Background: an optimization exercise with open tools, aiming at small area. Do not read the settings as production practice.
At most, simulation tests tie the RTL to the original design; equivalence was not proved.

==> inputs of run X <==
==> flow/design.v (excerpt) <==
module decode_dispatch (
  input  logic                   clk,
  input  logic                   rst,
  input  logic                   roll_back,
  input  logic                   if_in_en,
  input  dispatch_pkg::addr_t    if_pc,
  input  dispatch_pkg::instr_t   if_instr,
  input  logic                   jump,
  input  logic                   rs1_busy,
  input  dispatch_pkg::rob_idx_t rs1_dep,
  input  dispatch_pkg::data_t    rs1_val,
  input  logic                   rs2_busy,
  input  dispatch_pkg::rob_idx_t rs2_dep,
  input  dispatch_pkg::data_t    rs2_val,
  input  logic                   cdb_en,
  input  dispatch_pkg::rob_idx_t cdb_rob_idx,
  input  dispatch_pkg::data_t    cdb_val,
  input  dispatch_pkg::rob_idx_t rob_idx_nxt,
  output logic                   stall_reset,
  output dispatch_pkg::addr_t    new_pc,
  output dispatch_pkg::rob_idx_t stall_rob_idx,
  output logic                   rf_en,
  output dispatch_pkg::reg_idx_t rf_dest,
  output dispatch_pkg::rob_idx_t rf_rob_idx,
  output logic                   rs_en,
  output dispatch_pkg::rs_op_t   rs_op_out,
  output dispatch_pkg::data_t    rs_vj,
  output logic                   rs_qj_en,
  output dispatch_pkg::rob_idx_t rs_qj,
  output dispatch_pkg::data_t    rs_vk,
  ...
Settings: LEC_CHECK=0, CAP_MARGIN=0, CORE_MARGIN=2, CORE_UTILIZATION=65, PLACE_DENSITY=0.75, SETUP_SLACK_MARGIN=-0.3, SLEW_MARGIN=0, SYNTH_HIERARCHICAL=1, SYNTH_MINIMUM_KEEP_SIZE=0; clock period 5.0 ns.
standard.sh (not shown) runs the stock make flow with config.mk's settings and CLKGATE_MAP_FILE= SYNTH_SCRIPT=/design/flow/synth_recipe.tcl, a recipe that flattens the netlist after the stock synthesis.
==> flow/flow/run.sh <==
#!/bin/bash
# Standard ORFS layout with two changes: the port buffers use the smallest
# buffer cell, and the clock tree uses few, large sink clusters and no dummy loads.
export BUFFER_PORTS_ARGS="-buffer_cell sky130_fd_sc_hd__buf_1"
export CTS_ARGS="-sink_clustering_enable -repair_clock_nets -dont_use_dummy_load -sink_clustering_size 16 -sink_clustering_max_diameter 60 -buf_list {sky130_fd_sc_hd__clkbuf_4 sky130_fd_sc_hd__clkbuf_8}"
bash standard.sh > standard.log 2>&1
==> run B (differences from run X) <==
--- a/flow/design.v
+++ b/flow/design.v
@@ -79,15 +79,11 @@
   assign hit2 = cdb_en && (rs2_dep == cdb_rob_idx);
   assign op1_pend    = rs1_busy && !hit1;
   assign op2_pend    = rs2_busy && !hit2;
   assign op2_use_reg = !rs2_busy;
   assign op2_use_cdb = rs2_busy && hit2;
-  ao22 #(.W(32)) u_op1_raw (
-    .s0(!rs1_busy), .d0(rs1_val),
-    .s1(rs1_busy), .d1(cdb_val),
-    .y(op1_raw)
-  );
+  assign op1_raw = rs1_busy ? cdb_val : rs1_val;
 endmodule
 `timescale 1ns/1ps
 module instr_decode (
   input  dispatch_pkg::instr_t if_instr,
   input  dispatch_pkg::addr_t  if_pc,
@@ -145,90 +141,66 @@
     end
   end
   assign shift   = (funct3 == dispatch_pkg::F3_SLL) || (funct3 == dispatch_pkg::F3_SRL_SRA);
   assign imm_mid = !shift;
   assign imm_sx  = !shift && (funct3 != dispatch_pkg::F3_SLTU) && if_instr[31];
-  inc30 u_inc (.a(if_pc[31:2]), .y(pc_plus4[31:2]));
-  assign pc_plus4[1:0] = if_pc[1:0];
+  logic [29:0] inc_in;
+  logic [29:0] inc_c;
+  assign inc_in = if_pc[31:2];
+  always_comb begin
+    logic cb;
+    cb = 1'b1;
+    for (int j = 0; j < 30; j += 4) begin
+      logic cr, ba;
+      cr = cb;
+      ba = 1'b1;
+      for (int i = j; i < j + 4 && i < 30; i++) begin
+        inc_c[i] = cr;
+        cr = cr & inc_in[i];
+        ba = ba & inc_in[i];
+      end
+      cb = cb & ba;
+    end
+  end
+  assign pc_plus4 = {inc_in ^ inc_c, if_pc[1:0]};
   logic u_type, j_type, b_type, i_type;
   assign u_type = !opcode[6];                            
   assign j_type = opcode[3];                             
   assign b_type = !opcode[2];                            
   assign i_type = opcode[6] && !opcode[3] && opcode[2];  
   ao22 #(.W(32)) u_add_a (
     .s0(i_type), .d0(op1_raw),
     .s1(!i_type && !(u_type && opcode[5])), .d1(if_pc),
     .y(add_a)
   );
-  logic b_uj, b_i;
-  assign b_uj = u_type || j_type;
   assign add_b[0]     = i_type && if_instr[20];
-  ao22 #(.W(4)) u_b4 (
-    .s0(opcode[6] && b_type), .d0(if_instr[11:8]),
-    .s1(opcode[6] && !b_type), .d1(if_instr[24:21]),
-    .y(add_b[4:1]));
+  assign add_b[4:1]   = !opcode[6] ? 4'd0 : (b_type ? if_instr[11:8] : if_instr[24:21]);
   assign add_b[10:5]  = {6{opcode[6]}} & if_instr[30:25];
   assign add_b[11]    = u_type ? 1'b0 : b_type ? if_instr[7] : j_type ? if_instr[20] : if_instr[31];
-  ao22 #(.W(8)) u_b12 (
-    .s0(b_uj), .d0(if_instr[19:12]),
-    .s1(!b_uj), .d1({8{if_instr[31]}}),
-    .y(add_b[19:12]));
-  ao22 #(.W(11)) u_b20 (
-    .s0(u_type), .d0(if_instr[30:20]),
-    .s1(!u_type), .d1({11{if_instr[31]}}),
-    .y(add_b[30:20]));
+  assign add_b[19:12] = (u_type || j_type) ? if_instr[19:12] : {8{if_instr[31]}};
+  assign add_b[30:20] = u_type ? if_instr[30:20] : {11{if_instr[31]}};
   assign add_b[31]    = if_instr[31];
-  add32 u_add (.a(add_a), .b(add_b), .s(sum));
-endmodule
-module add32 (
-  input  logic [31:0] a,
-  input  logic [31:0] b,
-  output logic [31:0] s
-);
-  logic [31:0] ap, ag, c;
-  assign ap = a ^ b;
-  assign ag = a & b;
+  dispatch_pkg::data_t ap, ag, cg, cp;
+  assign ap = add_a ^ add_b;
+  assign ag = add_a & add_b;
   always_comb begin
-    logic cb;
-    cb = 1'b0;
-    for (int j = 0; j < 32; j += 3) begin
-      logic gg, pp, cr;
-      gg = 1'b0;
-      pp = 1'b1;
-      cr = cb;
-      for (int i = j; i < j + 3 && i < 32; i++) begin
-        c[i] = cr;
-        cr = ag[i] | (ap[i] & cr);
-        gg = ag[i] | (ap[i] & gg);
-        pp = pp & ap[i];
+    cg = ag;
+    cp = ap;
+    for (int d = 1; d < 32; d = d * 2) begin
+      for (int i = 2 * d - 1; i < 32; i += 2 * d) begin
+        cg[i] = cg[i] | (cp[i] & cg[i-d]);
+        cp[i] = cp[i] & cp[i-d];
       end
-      cb = gg | (pp & cb);
     end
-  end
-  assign s = ap ^ c;
-endmodule
-module inc30 (
-  input  logic [29:0] a,
-  output logic [29:0] y
-);
-  logic [29:0] c;
-  always_comb begin
-    logic cb;
-    cb = 1'b1;
-    for (int j = 0; j < 30; j += 4) begin
-      logic cr, ba;
-      cr = cb;
-      ba = 1'b1;
-      for (int i = j; i < j + 4 && i < 30; i++) begin
-        c[i] = cr;
-        cr = cr & a[i];
-        ba = ba & a[i];
+    for (int d = 8; d >= 1; d = d / 2) begin
+      for (int i = 3 * d - 1; i < 32; i += 2 * d) begin
+        cg[i] = cg[i] | (cp[i] & cg[i-d]);
+        cp[i] = cp[i] & cp[i-d];
       end
-      cb = cb & ba;
     end
   end
-  assign y = a ^ c;
+  assign sum = ap ^ {cg[30:0], 1'b0};
 endmodule
 `timescale 1ns/1ps
 module ao22_1 (
   input  logic s0, d0, s1, d1,
   output logic y
@@ -251,26 +223,10 @@
   input  logic s0, d0, s1, d1, t2, s3, d3,
   output logic y
 );
   assign y = (s0 && d0) || (s1 && d1) || t2 || (s3 && d3);
 endmodule
-module mux2_1 (
-  input  logic s, d0, d1,
-  output logic y
-);
-  assign y = s ? d1 : d0;
-endmodule
-module mux2 #(parameter int W = 32) (
-  input  logic         s,
-  input  logic [W-1:0] d0,
-  input  logic [W-1:0] d1,
-  output logic [W-1:0] y
-);
-  for (genvar i = 0; i < W; i++) begin : g
-    mux2_1 u (.s(s), .d0(d0[i]), .d1(d1[i]), .y(y[i]));
-  end
-endmodule
 module ao22 #(parameter int W = 32) (
   input  logic         s0,
   input  logic [W-1:0] d0,
   input  logic         s1,
   input  logic [W-1:0] d1,
@@ -391,28 +347,19 @@
   dispatch_pkg::data_t    rs_vj_d, rs_vk_d;
   dispatch_pkg::rob_idx_t stall_rob_idx_d, rs_qj_d, rs_qk_d, rs_rob_idx_d;
   dispatch_pkg::rs_op_t   rs_op_d;
   dispatch_pkg::reg_idx_t rob_dest_d;
   logic                   rob_ready_d, rob_op_br_d, rob_jump_d, rs_qj_en_d, rs_qk_en_d;
-  ao222 #(.W(31)) u_new_pc (
-    .s0(ld_npc_p4), .d0(pc_plus4[31:1]), .s1(ld_npc_sum), .d1(sum[31:1]),
-    .s2(kp_npc), .d2(new_pc[31:1]), .y(new_pc_d[31:1]));
-  ao22_1 u_new_pc0 (
-    .s0(ld_npc_p4 || (ld_npc_sum && !is_jalr)), .d0(if_pc[0]),
-    .s1(kp_npc), .d1(new_pc[0]), .y(new_pc_d[0]));
-  ao222 #(.W(30)) u_rob_val (
-    .s0(ld_val_p4), .d0(pc_plus4[31:2]), .s1(ld_val_sum), .d1(sum[31:2]),
-    .s2(kp_val), .d2(rob_val[31:2]), .y(rob_val_d[31:2]));
-  ao22 #(.W(2)) u_rob_val_lo (
-    .s0(ld_val_p4 || (ld_val_sum && is_auipc)), .d0(if_pc[1:0]),
-    .s1(kp_val), .d1(rob_val[1:0]), .y(rob_val_d[1:0]));
-  ao222 #(.W(31)) u_rob_alt_pc (
-    .s0(ld_alt_p4), .d0(pc_plus4[31:1]), .s1(ld_alt_sum), .d1(sum[31:1]),
-    .s2(kp_alt), .d2(rob_alt_pc[31:1]), .y(rob_alt_pc_d[31:1]));
-  ao22_1 u_rob_alt_pc0 (
-    .s0(ld_alt_p4 || ld_alt_sum), .d0(if_pc[0]),
-    .s1(kp_alt), .d1(rob_alt_pc[0]), .y(rob_alt_pc_d[0]));
+  ao222 #(.W(32)) u_new_pc (
+    .s0(ld_npc_p4), .d0(pc_plus4), .s1(ld_npc_sum), .d1({sum[31:1], sum[0] && !is_jalr}),
+    .s2(kp_npc), .d2(new_pc), .y(new_pc_d));
+  ao222 #(.W(32)) u_rob_val (
+    .s0(ld_val_p4), .d0(pc_plus4), .s1(ld_val_sum), .d1(sum), .s2(kp_val), .d2(rob_val),
+    .y(rob_val_d));
+  ao222 #(.W(32)) u_rob_alt_pc (
+    .s0(ld_alt_p4), .d0(pc_plus4), .s1(ld_alt_sum), .d1(sum), .s2(kp_alt), .d2(rob_alt_pc),
+    .y(rob_alt_pc_d));
   ao22 #(.W(32)) u_rob_pc (
     .s0(ld_any), .d0(if_pc), .s1(kp_any), .d1(rob_pc), .y(rob_pc_d));
   ao22 #(.W(5)) u_rob_dest (
     .s0(ld_any), .d0(rd), .s1(kp_any), .d1(rob_dest), .y(rob_dest_d));
   ao22 #(.W(3)) u_rob_flags (
Settings changed: GPL_TIMING_DRIVEN set to 0, SETUP_SLACK_MARGIN -0.3 to unset, SYNTH_HIERARCHICAL 1 to unset, SYNTH_MINIMUM_KEEP_SIZE 0 to unset.
==> run A (differences from run X) <==
--- a/flow/design.v
+++ b/flow/design.v
@@ -391,28 +391,19 @@
   dispatch_pkg::data_t    rs_vj_d, rs_vk_d;
   dispatch_pkg::rob_idx_t stall_rob_idx_d, rs_qj_d, rs_qk_d, rs_rob_idx_d;
   dispatch_pkg::rs_op_t   rs_op_d;
   dispatch_pkg::reg_idx_t rob_dest_d;
   logic                   rob_ready_d, rob_op_br_d, rob_jump_d, rs_qj_en_d, rs_qk_en_d;
-  ao222 #(.W(31)) u_new_pc (
-    .s0(ld_npc_p4), .d0(pc_plus4[31:1]), .s1(ld_npc_sum), .d1(sum[31:1]),
-    .s2(kp_npc), .d2(new_pc[31:1]), .y(new_pc_d[31:1]));
-  ao22_1 u_new_pc0 (
-    .s0(ld_npc_p4 || (ld_npc_sum && !is_jalr)), .d0(if_pc[0]),
-    .s1(kp_npc), .d1(new_pc[0]), .y(new_pc_d[0]));
-  ao222 #(.W(30)) u_rob_val (
-    .s0(ld_val_p4), .d0(pc_plus4[31:2]), .s1(ld_val_sum), .d1(sum[31:2]),
-    .s2(kp_val), .d2(rob_val[31:2]), .y(rob_val_d[31:2]));
-  ao22 #(.W(2)) u_rob_val_lo (
-    .s0(ld_val_p4 || (ld_val_sum && is_auipc)), .d0(if_pc[1:0]),
-    .s1(kp_val), .d1(rob_val[1:0]), .y(rob_val_d[1:0]));
-  ao222 #(.W(31)) u_rob_alt_pc (
-    .s0(ld_alt_p4), .d0(pc_plus4[31:1]), .s1(ld_alt_sum), .d1(sum[31:1]),
-    .s2(kp_alt), .d2(rob_alt_pc[31:1]), .y(rob_alt_pc_d[31:1]));
-  ao22_1 u_rob_alt_pc0 (
-    .s0(ld_alt_p4 || ld_alt_sum), .d0(if_pc[0]),
-    .s1(kp_alt), .d1(rob_alt_pc[0]), .y(rob_alt_pc_d[0]));
+  ao222 #(.W(32)) u_new_pc (
+    .s0(ld_npc_p4), .d0(pc_plus4), .s1(ld_npc_sum), .d1({sum[31:1], sum[0] && !is_jalr}),
+    .s2(kp_npc), .d2(new_pc), .y(new_pc_d));
+  ao222 #(.W(32)) u_rob_val (
+    .s0(ld_val_p4), .d0(pc_plus4), .s1(ld_val_sum), .d1(sum), .s2(kp_val), .d2(rob_val),
+    .y(rob_val_d));
+  ao222 #(.W(32)) u_rob_alt_pc (
+    .s0(ld_alt_p4), .d0(pc_plus4), .s1(ld_alt_sum), .d1(sum), .s2(kp_alt), .d2(rob_alt_pc),
+    .y(rob_alt_pc_d));
   ao22 #(.W(32)) u_rob_pc (
     .s0(ld_any), .d0(if_pc), .s1(kp_any), .d1(rob_pc), .y(rob_pc_d));
   ao22 #(.W(5)) u_rob_dest (
     .s0(ld_any), .d0(rd), .s1(kp_any), .d1(rob_dest), .y(rob_dest_d));
   ao22 #(.W(3)) u_rob_flags (
==> flow/flow/run.sh (replaced) <==
#!/bin/bash
# Standard ORFS layout with two changes: the port buffers use the smallest
# buffer cell, and the clock tree uses few, large sink clusters and no dummy loads.
export BUFFER_PORTS_ARGS="-buffer_cell sky130_fd_sc_hd__buf_1"
export CTS_ARGS="-sink_clustering_enable -repair_clock_nets -dont_use_dummy_load -sink_clustering_size 35 -sink_clustering_max_diameter 70 -buf_list {sky130_fd_sc_hd__clkbuf_16}"
bash standard.sh > standard.log 2>&1
Settings changed: SETUP_SLACK_MARGIN -0.3 to unset.
==> run M (differences from run X) <==
Settings changed: CORE_UTILIZATION 65 to 55, PLACE_DENSITY 0.75 to 0.7, SETUP_SLACK_MARGIN -0.3 to unset.
==> qor summary <==
| item | run M | run X | run B | run A |
|---|---|---|---|---|
| Met1 layer usage reported by global route | 0.492 | 0.538 | 0.522 | 0.559 |
| Max_slew headroom | 0.178 | 0.0185 | 0.189 | 0.265 |
| Die Span X | 142 µm | 131 µm | 143 µm | 131 µm |
| Min-delay src | u_dispatch_regs.rob_pc[7]$_DFF_P_ | u_dispatch_regs.rob_pc[21]$_DFF_P_ | u_dispatch_regs.rob_val[24]$_DFF_P_ | u_dispatch_regs.rob_pc[30]$_DFF_P_ |
| RePlAce Congestion | 0.925 | 0.979 | 1.01 | 1.01 |
| Share of the final layout cell area in multi-input gates | 0.423 | 0.423 | 0.395 | 0.422 |
| Largest net degree at the start of global routing | 83 | 55 | 17 | 65 |
| Status | no timing/DRC/antenna violations | no timing/DRC/antenna violations | no timing/DRC/antenna violations | no timing/DRC/antenna violations |
| Starting density of the core | 0.561 | 0.663 | 0.669 | 0.664 |
| Fmax achieved | 221 MHz | 209 MHz | 208 MHz | 216 MHz |
| Cell area after placement | 12700 µm² | 12700 µm² | 14500 µm² | 12700 µm² |
| GRT met3 Usage | 0.0582 | 0.0845 | 0.0708 | 0.0772 |
| Cell mode on critical path | sky130_fd_sc_hd__fa_2 | sky130_fd_sc_hd__fa_1 | - | - |
| First-pass DRT Iterations | 8 | 10 | 8 | 10 |
| Clock network area share | 0.0201 | 0.0191 | 0.0177 | 0.0231 |
| Hold path depth | 1 | 1 | 2 | 1 |
| Post-Place Cells | 1673 | 1656 | 2113 | 1652 |
| Share of post-route cells with drive strength above 1 | 0.0679 | 0.0617 | 0.164 | 0.0587 |
| Routed metal-1 wire length | 15900 µm | 13900 µm | 16500 µm | 14400 µm |
No functional check of the RTL was part of run X and run M.

==> re-timing with driven ports <==
How much do the figures lean on ideal ports? The routed layouts below were timed once more, with nothing changed but the port constraints. Step 1: set_driving_cell puts a clkbuf_16 on clk and a buf_2 on each other input, an assumption about the parent block. Step 2 adds t to the input delays and takes it off the output delays; t is the mean of the earliest and latest rising clock arrival at the registers after step 1. Input paths then give back, and output paths get back, about the clock's delay inside the block. Slacks: ideal / step 1 / step 2; pairs: ideal / step 1.
| run | t, ns | setup slack, ns | worst setup path at the end | worst data-port slew with drivers (ns) | pins driven straight from the clock port |
|---|---|---|---|---|---|
| run X | 0.556 | 0.218 / 0.230 / -0.327 | input to register | 0.09 | 1 |
| run B | 0.570 | 0.191 / 0.212 / -0.357 | input to register | 0.08 | 1 |
| run A | 0.514 | 0.379 / 0.397 / -0.117 | input to register | 0.11 | 1 |
| run M | 0.565 | 0.465 / 0.488 / -0.077 | input to register | 0.10 | 1 |
Met with ideal ports but missed after step 2: setup timing in every run listed. For run B, which loses most, drivers alone change the setup slack by +0.021 ns; drivers and shift together by -0.548 ns.
